What follows belongs to an exercise in optimizing a design on an open flow for small area, a short achievable clock period and few clock cycles; a production flow would make more cautious choices.
In this exercise RTL edits were held to simulation tests only and were not proved equivalent to the original.
No activity file was given, so power comes from the tool's default toggle rates.

--- flow/config.mk ---
export PLATFORM = sky130hd
export DESIGN_NAME = source_text_tokenizer_top
export DESIGN_NICKNAME = source_text_tokenizer_top
export VERILOG_FILES = /design/flow/design.v
export SDC_FILE = /design/flow/constraint.sdc
export NUM_CORES = 4
export LEC_CHECK = 0
export CAP_MARGIN = 20
export CORE_MARGIN = 2
export CORE_UTILIZATION = 30
export PLACE_DENSITY = 0.45
export SLEW_MARGIN = 20
--- flow/constraint.sdc ---
create_clock -name core_clock -period 9.0 [get_ports {clk_i}]
set_input_delay 1.8000 -clock core_clock [delete_from_list [all_inputs] [get_ports {clk_i}]]
set_output_delay 1.8000 -clock core_clock [all_outputs]
set_load 0.01 [all_outputs]
--- flow/design.v ---
package stt_pkg;
  localparam int unsigned OffsetBits   = 24;
  localparam int unsigned PositionBits = 16;
  localparam int unsigned KeywordChars = 8;
  localparam int unsigned TokenBits    = 86;
  localparam logic [OffsetBits-1:0]   OffMax = {OffsetBits{1'b1}};
  localparam logic [PositionBits-1:0] PosMax = {PositionBits{1'b1}};
  localparam logic [15:0]             LenMax = 16'hFFFF;
  localparam logic [3:0] MIdle     = 4'd0;
  localparam logic [3:0] MIdent    = 4'd1;
  localparam logic [3:0] MNumber   = 4'd2;
  localparam logic [3:0] MFraction = 4'd3;
  localparam logic [3:0] MString   = 4'd4;
  localparam logic [3:0] MEscape   = 4'd5;
  localparam logic [3:0] MComment  = 4'd6;
  localparam logic [3:0] MEnded    = 4'd7;
  localparam logic [2:0] PNone  = 3'd0;
  localparam logic [2:0] PSlash = 3'd1;
  localparam logic [2:0] PEq    = 3'd2;
  localparam logic [2:0] PBang  = 3'd3;
  localparam logic [2:0] PLt    = 3'd4;
  localparam logic [2:0] PGt    = 3'd5;
  localparam logic [2:0] PDot   = 3'd6;
  localparam logic [5:0] KEnd     = 6'd0;
  localparam logic [5:0] KIdent   = 6'd1;
  localparam logic [5:0] KNumber  = 6'd2;
  localparam logic [5:0] KString  = 6'd3;
  localparam logic [5:0] KKw0     = 6'd4;
  localparam logic [5:0] KLParen  = 6'd24;
  localparam logic [5:0] KRParen  = 6'd25;
  localparam logic [5:0] KLBrace  = 6'd26;
  localparam logic [5:0] KRBrace  = 6'd27;
  localparam logic [5:0] KSemi    = 6'd28;
  localparam logic [5:0] KComma   = 6'd29;
  localparam logic [5:0] KDot     = 6'd30;
  localparam logic [5:0] KAssign  = 6'd31;
  localparam logic [5:0] KBang    = 6'd33;
  localparam logic [5:0] KLt      = 6'd35;
  localparam logic [5:0] KGt      = 6'd37;
  localparam logic [5:0] KPlus    = 6'd39;
  localparam logic [5:0] KMinus   = 6'd40;
  localparam logic [5:0] KStar    = 6'd41;
  localparam logic [5:0] KSlash   = 6'd42;
  localparam logic [5:0] KStrByte = 6'd44;
  localparam logic [5:0] KBadChar = 6'd45;
  localparam logic [5:0] KUnterm  = 6'd46;
  localparam int unsigned NumKw = 20;
  typedef logic [KeywordChars*8-1:0] word_t;
  typedef struct packed {
    logic [5:0]  kind;
    logic [23:0] start_offset;
    logic [15:0] token_length;
    logic [15:0] token_line;
    logic [15:0] token_col;
    logic [7:0]  string_byte;
  } token_t;
  function automatic word_t kw_text(input logic [4:0] k);
    word_t w;
    w = '0;
    case (k)
      5'd0:  w[23:0] = {"t", "e", "l"};
      5'd1:  w[39:0] = {"t", "n", "i", "r", "p"};
      5'd2:  w[15:0] = {"f", "i"};
      5'd3:  w[31:0] = {"e", "s", "l", "e"};
      5'd4:  w[39:0] = {"e", "l", "i", "h", "w"};
      5'd5:  w[31:0] = {"e", "u", "r", "t"};
      5'd6:  w[39:0] = {"e", "s", "l", "a", "f"};
      5'd7:  w[23:0] = {"l", "i", "n"};
      5'd8:  w[23:0] = {"d", "n", "a"};
      5'd9:  w[15:0] = {"r", "o"};
      5'd10: w[15:0] = {"i", "u"};
      5'd11: w[31:0] = {"t", "i", "n", "i"};
      5'd12: w[31:0] = {"t", "x", "e", "t"};
      5'd13: w[47:0] = {"n", "o", "t", "t", "u", "b"};
      5'd14: w[39:0] = {"t", "u", "p", "n", "i"};
      5'd15: w[23:0] = {"n", "u", "r"};
      5'd16: w[39:0] = {"r", "a", "e", "l", "c"};
      5'd17: w[39:0] = {"e", "l", "t", "i", "t"};
      5'd18: w[47:0] = {"t", "c", "e", "l", "e", "s"};
      5'd19: w[63:0] = {"x", "o", "b", "k", "c", "e", "h", "c"};
      default: w = '0;
    endcase
    kw_text = w;
  endfunction
  function automatic logic [3:0] kw_len(input logic [4:0] k);
    logic [3:0] l;
    case (k)
      5'd0, 5'd7, 5'd8, 5'd15:                 l = 4'd3;
      5'd1, 5'd4, 5'd6, 5'd14, 5'd16, 5'd17:   l = 4'd5;
      5'd2, 5'd9, 5'd10:                       l = 4'd2;
      5'd3, 5'd5, 5'd11, 5'd12:                l = 4'd4;
      5'd13, 5'd18:                            l = 4'd6;
      5'd19:                                   l = 4'd8;
      default:                                 l = 4'd0;
    endcase
    kw_len = l;
  endfunction
  function automatic logic alpha_char(input logic [7:0] c);
    alpha_char = (c >= "a" && c <= "z") || (c >= "A" && c <= "Z") || c == "_";
  endfunction
  function automatic logic digit_char(input logic [7:0] c);
    digit_char = c >= "0" && c <= "9";
  endfunction
endpackage
module stt_kw_match (
  input  stt_pkg::word_t word_i,
  input  logic [15:0]    len_i,
  output logic [5:0]     kind_o
);
  always_comb begin
    kind_o = stt_pkg::KIdent;
    for (int k = stt_pkg::NumKw - 1; k >= 0; k--) begin
      if (len_i == {12'd0, stt_pkg::kw_len(5'(k))} && word_i == stt_pkg::kw_text(5'(k))) begin
        kind_o = stt_pkg::KKw0 + 6'(k);
      end
    end
  end
endmodule
module stt_core (
  input  logic                clk_i,
  input  logic                rst_ni,
  input  logic                step_i,
  input  logic [7:0]          text_byte_i,
  input  logic                end_of_text_i,
  output logic [2:0][stt_pkg::TokenBits-1:0] res_o,
  output logic [1:0]          res_n_o
);
  logic [3:0]  mode_q, mode_d;
  logic [2:0]  pend_q, pend_d;
  stt_pkg::word_t word_q, word_d;
  logic [15:0] len_q, len_d;
  logic [23:0] rs_off_q, rs_off_d;
  logic [15:0] rs_line_q, rs_line_d, rs_col_q, rs_col_d;
  logic [23:0] off_q, off_d;
  logic [15:0] line_q, line_d, col_q, col_d;
  logic        halt_q, halt_d;
  logic [23:0] op_off_q, op_off_d;
  logic [15:0] op_line_q, op_line_d, op_col_q, op_col_d;
  logic [7:0]  c;
  logic        eot, fall;
  logic [5:0]  kw_kind, k1;
  logic [15:0] len_inc;
  logic [3:0][stt_pkg::TokenBits-1:0] res_w;
  assign res_o = res_w[2:0];
  stt_kw_match u_kw (.word_i(word_q), .len_i(len_q), .kind_o(kw_kind));
  assign len_inc = (len_q < stt_pkg::LenMax) ? len_q + 16'd1 : len_q;
  function automatic stt_pkg::token_t tok(input logic [5:0] k, input logic [23:0] o,
                                          input logic [15:0] l, input logic [15:0] ln,
                                          input logic [15:0] cl, input logic [7:0] sb);
    tok = {k, o, l, ln, cl, sb};
  endfunction
  always_comb begin
    mode_d = mode_q; pend_d = pend_q; word_d = word_q; len_d = len_q;
    rs_off_d = rs_off_q; rs_line_d = rs_line_q; rs_col_d = rs_col_q;
    off_d = off_q; line_d = line_q; col_d = col_q; halt_d = halt_q;
    op_off_d = op_off_q; op_line_d = op_line_q; op_col_d = op_col_q;
    res_w = '0;
    res_n_o = 2'd0;
    fall = 1'b0;
    k1 = stt_pkg::KEnd;
    eot = end_of_text_i || (text_byte_i == 8'd0);
    c = eot ? 8'd0 : text_byte_i;
    if (halt_q) begin
    end else if (mode_q == stt_pkg::MEnded) begin
      res_w[0] = tok(stt_pkg::KEnd, off_q, 16'd0, line_q, col_q, 8'd0);
      res_n_o = 2'd1;
    end else begin
      case (mode_q)
        stt_pkg::MString: begin
          if (eot) begin
            res_w[0] = tok(stt_pkg::KUnterm, rs_off_q, 16'd0, rs_line_q, rs_col_q, 8'd0);
            res_n_o = 2'd1; halt_d = 1'b1;
          end else if (c == "\"") begin
            len_d = len_inc;
            res_w[0] = tok(stt_pkg::KString, rs_off_q, len_inc, rs_line_q, rs_col_q, 8'd0);
            res_n_o = 2'd1; mode_d = stt_pkg::MIdle;
          end else if (c == "\\") begin
            len_d = len_inc; mode_d = stt_pkg::MEscape;
          end else begin
            len_d = len_inc;
            res_w[0] = tok(stt_pkg::KStrByte, rs_off_q, 16'd0, rs_line_q, rs_col_q, c);
            res_n_o = 2'd1;
          end
        end
        stt_pkg::MEscape: begin
          if (eot) begin
            res_w[0] = tok(stt_pkg::KUnterm, rs_off_q, 16'd0, rs_line_q, rs_col_q, 8'd0);
            res_n_o = 2'd1; halt_d = 1'b1;
          end else begin
            len_d = len_inc; mode_d = stt_pkg::MString;
            res_w[0] = tok(stt_pkg::KStrByte, rs_off_q, 16'd0, rs_line_q, rs_col_q,
                           (c == "n") ? 8'h0A : (c == "t") ? 8'h09 : (c == "r") ? 8'h0D : c);
            res_n_o = 2'd1;
          end
        end
        stt_pkg::MComment: begin
          if (eot || c == 8'h0A) begin
            mode_d = stt_pkg::MIdle; fall = 1'b1;
          end
        end
        stt_pkg::MIdent: begin
          if (!eot && (stt_pkg::alpha_char(c) || stt_pkg::digit_char(c))) begin
            for (int i = 0; i < stt_pkg::KeywordChars; i++) begin
              if (len_q == 16'(i)) word_d[i*8 +: 8] = c;
            end
            len_d = len_inc;
          end else begin
            res_w[0] = tok(kw_kind, rs_off_q, len_q, rs_line_q, rs_col_q, 8'd0);
            res_n_o = 2'd1; mode_d = stt_pkg::MIdle; fall = 1'b1;
          end
        end
        stt_pkg::MNumber: begin
          if (pend_q == stt_pkg::PDot) begin
            pend_d = stt_pkg::PNone;
            if (!eot && stt_pkg::digit_char(c)) begin
              len_d = (len_q < 16'hFFFE) ? len_q + 16'd2 : stt_pkg::LenMax;
              mode_d = stt_pkg::MFraction;
            end else begin
              res_w[0] = tok(stt_pkg::KNumber, rs_off_q, len_q, rs_line_q, rs_col_q, 8'd0);
              res_w[1] = tok(stt_pkg::KDot, op_off_q, 16'd1, op_line_q, op_col_q, 8'd0);
              res_n_o = 2'd2; mode_d = stt_pkg::MIdle; fall = 1'b1;
            end
          end else if (!eot && stt_pkg::digit_char(c)) begin
            len_d = len_inc;
          end else if (!eot && c == ".") begin
            pend_d = stt_pkg::PDot;
            op_off_d = off_q; op_line_d = line_q; op_col_d = col_q;
          end else begin
            res_w[0] = tok(stt_pkg::KNumber, rs_off_q, len_q, rs_line_q, rs_col_q, 8'd0);
            res_n_o = 2'd1; mode_d = stt_pkg::MIdle; fall = 1'b1;
          end
        end
        stt_pkg::MFraction: begin
          if (!eot && stt_pkg::digit_char(c)) begin
            len_d = len_inc;
          end else begin
            res_w[0] = tok(stt_pkg::KNumber, rs_off_q, len_q, rs_line_q, rs_col_q, 8'd0);
            res_n_o = 2'd1; mode_d = stt_pkg::MIdle; fall = 1'b1;
          end
        end
        default: begin
          mode_d = stt_pkg::MIdle;
          pend_d = stt_pkg::PNone;
          if (pend_q == stt_pkg::PSlash) begin
            if (!eot && c == "/") begin
              mode_d = stt_pkg::MComment;
            end else begin
              res_w[0] = tok(stt_pkg::KSlash, op_off_q, 16'd1, op_line_q, op_col_q, 8'd0);
              res_n_o = 2'd1; fall = 1'b1;
            end
          end else if (pend_q >= stt_pkg::PEq && pend_q <= stt_pkg::PGt) begin
            case (pend_q)
              stt_pkg::PEq:   k1 = stt_pkg::KAssign;
              stt_pkg::PBang: k1 = stt_pkg::KBang;
              stt_pkg::PLt:   k1 = stt_pkg::KLt;
              default:        k1 = stt_pkg::KGt;
            endcase
            if (!eot && c == "=") begin
              res_w[0] = tok(k1 + 6'd1, op_off_q, 16'd2, op_line_q, op_col_q, 8'd0);
              res_n_o = 2'd1;
            end else begin
              res_w[0] = tok(k1, op_off_q, 16'd1, op_line_q, op_col_q, 8'd0);
              res_n_o = 2'd1; fall = 1'b1;
            end
          end else begin
            fall = 1'b1;
          end
        end
      endcase
      if (fall) begin
        if (eot) begin
          res_w[res_n_o] = tok(stt_pkg::KEnd, off_q, 16'd0, line_q, col_q, 8'd0);
          res_n_o = res_n_o + 2'd1; mode_d = stt_pkg::MEnded;
        end else if (c == " " || c == 8'h09 || c == 8'h0D || c == 8'h0A) begin
        end else if (stt_pkg::alpha_char(c) || stt_pkg::digit_char(c) || c == "\"") begin
          mode_d = stt_pkg::alpha_char(c) ? stt_pkg::MIdent :
                   stt_pkg::digit_char(c) ? stt_pkg::MNumber : stt_pkg::MString;
          len_d = 16'd1; rs_off_d = off_q; rs_line_d = line_q; rs_col_d = col_q;
          word_d = {{(stt_pkg::KeywordChars*8-8){1'b0}}, c};
        end else if (c == "/" || c == "=" || c == "!" || c == "<" || c == ">") begin
          pend_d = (c == "/") ? stt_pkg::PSlash : (c == "=") ? stt_pkg::PEq :
                   (c == "!") ? stt_pkg::PBang : (c == "<") ? stt_pkg::PLt : stt_pkg::PGt;
          op_off_d = off_q; op_line_d = line_q; op_col_d = col_q;
        end else begin
          case (c)
            "(":     k1 = stt_pkg::KLParen;
            ")":     k1 = stt_pkg::KRParen;
            "{":     k1 = stt_pkg::KLBrace;
            "}":     k1 = stt_pkg::KRBrace;
            ";":     k1 = stt_pkg::KSemi;
            ",":     k1 = stt_pkg::KComma;
            ".":     k1 = stt_pkg::KDot;
            "+":     k1 = stt_pkg::KPlus;
            "-":     k1 = stt_pkg::KMinus;
            "*":     k1 = stt_pkg::KStar;
            default: k1 = stt_pkg::KBadChar;
          endcase
          if (k1 == stt_pkg::KBadChar) begin
            res_w[res_n_o] = tok(k1, off_q, 16'd0, line_q, col_q, 8'd0);
            halt_d = 1'b1;
          end else begin
            res_w[res_n_o] = tok(k1, off_q, 16'd1, line_q, col_q, 8'd0);
          end
          res_n_o = res_n_o + 2'd1;
        end
      end
      if (!eot && !halt_d) begin
        if (off_q < stt_pkg::OffMax) off_d = off_q + 24'd1;
        if (c == 8'h0A) begin
          if (line_q < stt_pkg::PosMax) line_d = line_q + 16'd1;
          col_d = 16'd1;
        end else if (col_q < stt_pkg::PosMax) begin
          col_d = col_q + 16'd1;
        end
      end
    end
  end
  always_ff @(posedge clk_i or negedge rst_ni) begin
    if (!rst_ni) begin
      mode_q <= stt_pkg::MIdle; pend_q <= stt_pkg::PNone; word_q <= '0; len_q <= '0;
      rs_off_q <= '0; rs_line_q <= 16'd1; rs_col_q <= 16'd1;
      off_q <= '0; line_q <= 16'd1; col_q <= 16'd1; halt_q <= 1'b0;
      op_off_q <= '0; op_line_q <= 16'd1; op_col_q <= 16'd1;
    end else if (step_i) begin
      mode_q <= mode_d; pend_q <= pend_d; word_q <= word_d; len_q <= len_d;
      rs_off_q <= rs_off_d; rs_line_q <= rs_line_d; rs_col_q <= rs_col_d;
      off_q <= off_d; line_q <= line_d; col_q <= col_d; halt_q <= halt_d;
      op_off_q <= op_off_d; op_line_q <= op_line_d; op_col_q <= op_col_d;
    end
  end
endmodule
module source_text_tokenizer_top (
  input  logic        clk_i,
  input  logic        rst_ni,
  input  logic        in_valid,
  output logic        in_ready,
  input  logic [7:0]  in_text_byte,
  input  logic        in_end_of_text,
  output logic        out_valid,
  input  logic        out_ready,
  output logic [5:0]  out_kind,
  output logic [23:0] out_start_offset,
  output logic [15:0] out_token_length,
  output logic [15:0] out_token_line,
  output logic [15:0] out_token_col,
  output logic [7:0]  out_string_byte,
  output logic        out_last
);
  typedef logic [stt_pkg::TokenBits:0] entry_t;
  logic [2:0][stt_pkg::TokenBits-1:0] res;
  logic [1:0] res_n;
  logic       step;
  entry_t     fifo_q [4];
  entry_t     head;
  logic [1:0] rd_q, wr_q;
  logic [2:0] cnt_q;
  logic       pop;
  assign in_ready = (cnt_q <= 3'd1) || (cnt_q == 3'd2 && pop);
  assign step = in_valid && in_ready;
  assign pop = out_valid && out_ready;
  stt_core u_core (
    .clk_i, .rst_ni, .step_i(step),
    .text_byte_i(in_text_byte), .end_of_text_i(in_end_of_text),
    .res_o(res), .res_n_o(res_n)
  );
  always_ff @(posedge clk_i) begin
    if (step) begin
      for (int i = 0; i < 3; i++) begin
        if (2'(i) < res_n) begin
          fifo_q[wr_q + 2'(i)] <= {res[i], (2'(i + 1) == res_n)};
        end
      end
    end
  end
  always_ff @(posedge clk_i or negedge rst_ni) begin
    if (!rst_ni) begin
      rd_q <= '0; wr_q <= '0; cnt_q <= '0;
    end else begin
      if (step) wr_q <= wr_q + res_n;
      if (pop) rd_q <= rd_q + 2'd1;
      cnt_q <= cnt_q + (step ? {1'b0, res_n} : 3'd0) - {2'b0, pop};
    end
  end
  assign out_valid        = cnt_q != 3'd0;
  assign head = fifo_q[rd_q];
  assign {out_kind, out_start_offset, out_token_length, out_token_line, out_token_col,
          out_string_byte, out_last} = head;
endmodule
--- flow/run.sh ---
#!/bin/bash
# synth_recipe.tcl (not shown) runs the flow's synth.tcl, then flattens the netlist and writes it again
# the make line also repeats each setting of config.mk as NAME=value (left out here)
make -C /OpenROAD-flow-scripts/flow DESIGN_CONFIG=/design/flow/config.mk WORK_HOME=/design/flow/orfs CLKGATE_MAP_FILE= SYNTH_SCRIPT=/design/flow/synth_recipe.tcl finish
==> results.txt <==
* Vias in the first global route at 34.6k
* CTS buffer count at 76
* Setup Buffers After CTS at 0
* Clk pwr share at 0.385
* Post-layout min period at 7.21 ns
* Pleak at 14.9 nW
* Most used routing layer in global routing: met2
* Register share of total power at 0.384
* Crit Path Class: in -> reg
* Die area at 133,000 sq um
* DRT Pass-1 Iters at 6
* Fraction of registers with async set/reset at 0.430
* Maximum vdd drop at 0.242 mV
* Max Slew Vio Count at 0
* Longest Clk Path Bufs at 3
* CTS H-tree depth at 3
* Met2 usage at 0.419
* Critical Path Fanout Max at 44
* Placement Setup Slack at 1.25 ns
* Startpoint Class: input port
* GRT Residual Overflow at 0
* Fillers at 13.1k
* PD cells at 179 nW/um^2
* Switching Fraction at 0.311
* Vias at 36.6k
* Avg Cell Area, Syn at 9.91 sq um
* FP Rows at 132
* Setup_tns at 0 ns
* Setup ws final at 1.79 ns
* Status: finished clean
* Crit path capture type: flip-flop
* Clk root buf: clkbuf_16
* Top cells by area, synth: edfxtp_1, dfrtp_1, mux4_2, nand2_1, mux2_2
* Dpl cells at 5,552
* Leading area contributor after synthesis: edfxtp_1
* Synth Register Bits at 611
* Mapped cell area at 39,000 sq um
* Die extent in x at 365 um
* Core Box Area at 129,000 sq um
* Die height at 365 um
* Hold/Removal Path Class: reg -> reg
* I/O Buffers at 101
* Post-Layout Inst Area at 44,500 sq um
* FF/Latch Area at 17,000 sq um
* Largest family of logic cells by synthesized area: compound AO/OA/AOI/OAI gates
* CP peak stage delay at 0.91 ns
* HPWL after DPL at 135 mm
* Antenna-violating nets left at 0
* Clock latency on the worst-skew pair at 0.70 ns
* Number of vias per cell at 6.43
* Ys Warns at 3
* Sequential fraction of the synthesis area at 0.437
* CTS tree: done
* Critical Path RT at 9.39 ns
* Reg2reg path depth at 12
* Global-route wire length before repair at 276 mm
* CP bufs+invs at 2
* Post-synth top flop: edfxtp_1
* Xor/xnor share of the synthesized area at 0.0159
* Placed cell area at 42,000 sq um
* Pin count of the biggest net entering global routing at 131
* Fraction of layout cells with a size suffix above 1 at 0.151
* Mux share of post-synthesis cell area at 0.0980
* Synth cell types at 124
* Area share of the leading cell type in the synthesized netlist at 0.268
* Cts hold-fix bufs at 0
* Syn Nets at 3,967
* Final cell count without fillers at 5,690
* Iter 0 DRT Violations at 5,357
* Worst setup startpoint: in_text_byte[7]
* Initial Util at 0.302
* Post-cts sizing count at 0
* Most frequent cell after synthesis: nand2_1
* Number of synthesized flops with an enable pin at 348
* Slowest CP cell: or4b_1
* Crit path cell chain: clkdlybuf4s50_1 -> or4b_1 -> nor4_4 -> o21a_1 -> o21ai_4 -> ha_4 -> buf_4 -> mux2i_1 -> o22a_1 -> nand4_1 -> a31oi_1 -> nor2_1 -> o21ai_0 -> nor2_1
* Worst slew pin tran at 1.23 ns
* Clock sinks at 611
* Cell mode on critical path: nor2_1
* Multi-input gate area at 20,400 sq um
* P&R area growth vs syn at 14.0%
* Met3 Usage GRT at 0.0680
* Data arrival time of the critical path at 7.61 ns
* Synth top cells by count: nand2_1, edfxtp_1, nor2_1, dfrtp_1, o21ai_0
* CP endpoint: fifo_q[1][45]
* Routability cong. at 1.05
* Layout Nets at 3,918
* Initial antenna violation count at 2
* Net Sw Power at 2.48 mW
* Drt drc at 0
* Gate power share at 0.231
* Synth Area in Adders at 0.00564
* RSZ-0062 raised after global routing: no
* Fmax at 139 MHz
* RR Startpoint: u_core.mode_q[2]
* Final wirelength at 196 mm
* Total power at 7.97 mW
* IO Pins at 102
* Wire length per cell at 34.4 um
* CP delay by family, top: simple AND/OR/NAND/NOR gates
* Diodes inserted at 0
* Register-to-Register Setup Slack at 3.20 ns
* Slew HR at 0.166
* Final worst-path cycle share at 0.801
* GRT Overall Usage at 0.289
* Fin. Hold Viols at 0
* Max-Cap Viols at 0
* Complex-gate fraction of the synthesized area at 0.223
* CP Depth at 14
* Synthesized netlist cell count at 3,937
* Met1 Use GR at 0.408
* Worst reg2reg path endpoint: fifo_q[1][45]
* Simple-gate share of the synthesized area at 0.173
* Clock transition at path regs at 0.06 ns
* Clock Skew at 0.0377 ns
* Internal at 5.49 mW
* Final Setup Violations at 0
-- layout make-up --
type                            count  area share
Clock buffer                      109      0.0479
Clock inverter                     29     0.00690
Tap cell                         1742      0.0490
Multi-Input combinational cell   2895       0.458
Inverter                           45     0.00397
Sequential cell                   611       0.383
Timing Repair Buffer              259      0.0504
-- worst min-delay path by stage --
| stage | from | endpoint | slack [ns] | cells after the start |
|---|---|---|---|---|
| 6_report | u_core.word_q[58] | u_core.word_q[58] | 0.49 | 2 |
| 5_1_grt | u_core.word_q[56] | u_core.word_q[56] | 0.51 | 2 |
| 4_1_cts | u_core.word_q[58] | u_core.word_q[58] | 0.49 | 2 |
| 3_5_place_dp | u_core.word_q[58] | u_core.word_q[58] | 0.48 | 2 |
| 3_3_place_gp | u_core.word_q[52] | u_core.word_q[52] | 0.47 | 2 |
| 2_1_floorplan | u_core.rs_line_q[2] | u_core.rs_line_q[2] | 0.45 | 2 |
-- metrics by stage --
stage                util  hold slack, ns
floorplan               -           0.450
global placement    0.325           0.465
detailed placement  0.325           0.480
CTS                 0.344           0.490
global route        0.344           0.510
finish              0.344           0.486
-- flip-flops by register name (all words and copies together) (netlist names), 24 cells and up --
register         flops
u_core.op_off_q     24
u_core.word_q       64
u_core.off_q        24
u_core.rs_off_q     24
fifo_q             348
-- logic make-up after synthesis --
kind of cell / after synthesis
simple gates: 1350
compound gates: 1211
flops: 611
buf+inv: 431
mux: 246
xor+xnor: 71
fa+ha+maj: 17
-- per-layer routing --
layer,part of all wire,vias up,wire (um)
met1,0.43,18700,84400
met5,0.000041,-,8
met2,0.42,2235,82500
li1,-,15300,-
met4,0.046,2,9040
met3,0.10,443,19700
-- placed cells by master, fill, tap and decap left out, drive strengths merged, types with 57 or more instances in the layout --
cell type / netlist / layout
nand2: 463 / 463
edfxtp: 348 / 348
o21ai: 315 / 315
nor2: 289 / 289
dfrtp: 257 / 257
buf: 163 / 159
nand3: 139 / 139
a22oi: 121 / 121
a21oi: 121 / 121
o221ai: 119 / 119
mux2: 115 / 115
clkbuf: 223 / 109
clkdlybuf4s50: 0 / 100
nand4: 98 / 98
mux4: 97 / 97
nor3: 75 / 75
a22o: 57 / 57
-- power groups by stage --
stage / sequential, mW / combinational, mW / clock, mW
2_1_floorplan: 3.02 / 1.02 / 0
3_3_place_gp: 3.12 / 1.83 / 0
3_5_place_dp: 3.12 / 1.82 / 0
4_1_cts: 3.06 / 1.83 / 3.13
5_1_grt: 3.07 / 1.91 / 3.25
6_report: 3.06 / 1.84 / 3.07
-- worst register-to-register path, cell delays in order (launching register included) --
cell      delay, ns
dfrtp_1        0.76
or3b_2         0.57
a41oi_2        0.46
a311oi_4       0.11
o21ai_4        0.30
ha_4           0.44
inv_1          0.40
nand2_1        0.36
nor2_4         0.05
nand2_1        0.79
nor2_1         0.27
o21ai_0        0.89
nor2_1         0.12
Testbench counts, summed over its fixed seeds: cycles 24,027.

[separate check: timing with driven ports]
In the flow no input, the clock included, has a driving cell. The finished layout below was timed again as built, in two steps. Step 1 sets driving cells, clkbuf_16 on the clock port and buf_2 on the other inputs (assumed; they add their load-dependent delay and slew). Step 2 times the ports against the registers' clock, not the clock port: input delays grow and output delays shrink by t, the midpoint of the rising clock arrivals with the driver on. Slacks: ideal ports / drivers / drivers and shift; pairs: ideal ports / drivers.
shift t [ns]: 0.755
setup WS [ns]: 1.787 / 1.831 / 1.076
worst register clock-pin slew, ns: 0.07 / 0.07
After both steps this run still meets setup and hold. For this run, drivers alone change the setup slack by +0.044 ns; drivers and shift together by -0.711 ns.
